This design comes from an exercise in tuning for small area and a short achievable clock period on the open sky130 flow, not from production work. Function was checked by simulation only, so behaviour that the tests miss may differ from the original.

## build 51
Design am_mult_top, start of the top module:
module am_mult_top
(
  input  logic                      clk,
  input  logic                      arst_n,
  input  logic [am_pkg::OP_W-1:0]   a,
  input  logic [am_pkg::OP_W-1:0]   b,
  output logic [am_pkg::PROD_W-1:0] product
);
For scale: about 2000 cells after synthesis, ~430 flip-flops, about 98 I/O pins, about 24000 sq um of cells after synthesis.
==> flow/config.mk <==
export PLATFORM = sky130hd
export DESIGN_NAME = am_mult_top
export DESIGN_NICKNAME = am_mult_top
export VERILOG_FILES = /design/flow/design.v
export SDC_FILE = /design/flow/constraint.sdc
export NUM_CORES = 4
export LEC_CHECK = 0
export CAP_MARGIN = 50
export CORE_MARGIN = 2
export CORE_UTILIZATION = 75
export SLEW_MARGIN = 70
export SYNTH_HIERARCHICAL = 1
export SYNTH_MINIMUM_KEEP_SIZE = 0
export BUFFER_PORTS_ARGS = -buffer_cell sky130_fd_sc_hd__buf_2
export SETUP_SLACK_MARGIN = 6.3
==> flow/constraint.sdc <==
create_clock -name core_clock -period 9.5 [get_ports {clk}]
set_input_delay 1.9000 -clock core_clock [delete_from_list [all_inputs] [get_ports {clk}]]
set_output_delay 1.9000 -clock core_clock [all_outputs]
set_load 0.01 [all_outputs]
standard.sh (not shown) runs the stock make flow with config.mk's settings and CLKGATE_MAP_FILE= SYNTH_SCRIPT=/design/flow/synth_recipe.tcl, a recipe that flattens the netlist after the stock synthesis.
==> flow/flow/run.sh <==
#!/bin/bash
# The standard layout, with two changes to how ORFS builds it:
#  - ports are buffered with buf_2 (buffer_ports otherwise picks a slow
#    delay cell, which sits on every output path);
#  - repair_timing aims for 6.3 ns of setup slack at the design's period,
#    so that it sizes the critical paths (the SDC is not changed).
set -euo pipefail
echo 'export BUFFER_PORTS_ARGS = -buffer_cell sky130_fd_sc_hd__buf_2' >> config.mk
echo 'export SETUP_SLACK_MARGIN = 6.3' >> config.mk
bash standard.sh > standard.log 2>&1
Changes in build 94 relative to build 51:
- SETUP_SLACK_MARGIN: 6.3 -> unset
- CORE_UTILIZATION: 75 -> 40
==> flow/flow/run.sh <==
#!/bin/bash
set -euo pipefail
echo 'export BUFFER_PORTS_ARGS = -buffer_cell sky130_fd_sc_hd__buf_2' >> config.mk
bash standard.sh > standard.log 2>&1
==> comparison <==
- What build 51 reported for length of routed wiring on met1 has to be multiplied by 1.15 to get the figure for build 94.
- Global routing usage summed across all routing layers in build 94 is 18 points below build 51.
- The post-route cell area of build 94 is lower than that of build 51.
- From build 51 to build 94 the numbers moved as follows: count of cells resized by post-cts repair shows a reduction of 112, number of optimization iterations in the first detailed-route pass lost 4, sequential share of layout area +0.41 points, shortest clock period the worst path allows after layout up 0.27 ns, die area went up by 29000 sq um.
- Looking at via count of the routed design, build 94 sits about 7% lower than build 51 does.
- Origin of the worst setup path = tree_i.cs_q[66]: build 94; origin of the worst setup path = tree_i.cs_q[26]: build 51
The inputs of build 85 differ from those of build 94 as listed below.
- putting CTS_BUF_LIST at sky130_fd_sc_hd__clkbuf_8 sky130_fd_sc_hd__clkbuf_4 where nothing was set
- putting SETUP_SLACK_MARGIN at 6.3 where nothing was set
- swapping 40 for 65 in CORE_UTILIZATION
==> flow/flow/run.sh <==
#!/bin/bash
set -euo pipefail
echo 'export BUFFER_PORTS_ARGS = -buffer_cell sky130_fd_sc_hd__buf_2' >> config.mk
echo 'export SETUP_SLACK_MARGIN = 6.3' >> config.mk
bash standard.sh > standard.log 2>&1
## What came out
- Higher wire length of the first global-routing pass goes to build 94 over build 85.
- From build 85 to build 94, compound-gate portion of the synthesized area did not move at all.
- Portion of the layout cell area used by clock cells: build 94 vs build 85 — no meaningful difference
- The run showing the smaller global-route usage is build 94.
- Pre-CTS setup slack for build 85 is higher than for build 94.
- Delta (build 85 minus build 94): amount of wire on met2 after detailed routing went down by 1100 microns; clock period minus worst slack -0.28 ns; total die area -38%.
- Build 85 ran to completion and came out clean on the timing, design-rule and antenna checks.
- Re area taken by multi-input logic gates: build 94 was lower than build 85.
- As far as worst hold slack is concerned, build 85 and build 94 perform about the same.
- Build 94 reports its endpoint of the most critical setup path as cpa_i.product[32] while build 85 reports cpa_i.product[43].
Modified inputs, build 46 compared to build 85
- clearing CTS_BUF_LIST, which used to be sky130_fd_sc_hd__clkbuf_8 sky130_fd_sc_hd__clkbuf_4
diff --git a/flow/flow/run.sh b/flow/flow/run.sh
--- a/flow/flow/run.sh
+++ b/flow/flow/run.sh
@@ -1,3 +1,8 @@
 #!/bin/bash
+# The standard layout, with two changes to how ORFS builds it:
+#  - ports are buffered with buf_2 (buffer_ports otherwise picks a slow
+#    delay cell, which sits on every output path);
+#  - repair_timing aims for 6.3 ns of setup slack at the design's period,
+#    so that it sizes the critical paths (the SDC is not changed).
 set -euo pipefail
 echo 'export BUFFER_PORTS_ARGS = -buffer_cell sky130_fd_sc_hd__buf_2' >> config.mk
--- outcome ---
Status | build 85 and build 46 | clean. Multi-input gate area in the final layout: build 46 higher than build 85. From build 85 to build 46 the numbers moved as follows: global router's overall resource usage held steady; wire length grew by about 1.5%; final non-filler cell area +0.42%.

-- re-timing with driven ports --
The flow's constraints put no driver on any port. The routed layouts listed below were extracted and timed again, unchanged, in two steps. Step 1 sets driving cells, clkbuf_16 on the clock port and buf_2 on the other inputs (assumed; they add their load-dependent delay and slew). Step 2, shift: input delay + t, output delay - t, t = (earliest + latest rising clock arrival at the registers) / 2. This alone moves slack from input paths to output paths. a / b / c = ideal ports / drivers / drivers and shift; a / b = the first two.
| run | t (ns) | setup WS [ns] | slew at the worst register clock pin (ns) | worst slew at a driven data input, ns |
|---|---|---|---|---|
| build 51 | 0.612 | 6.113 / 6.113 / 6.113 | 0.07 / 0.07 | 0.04 |
| build 94 | 0.647 | 5.845 / 5.845 / 5.845 | 0.06 / 0.06 | 0.03 |
| build 85 | 0.682 | 6.121 / 6.121 / 6.121 | 0.07 / 0.07 | 0.05 |
| build 46 | 0.635 | 6.225 / 6.225 / 6.225 | 0.07 / 0.07 | 0.04 |
After both steps every run listed still meets setup and hold.
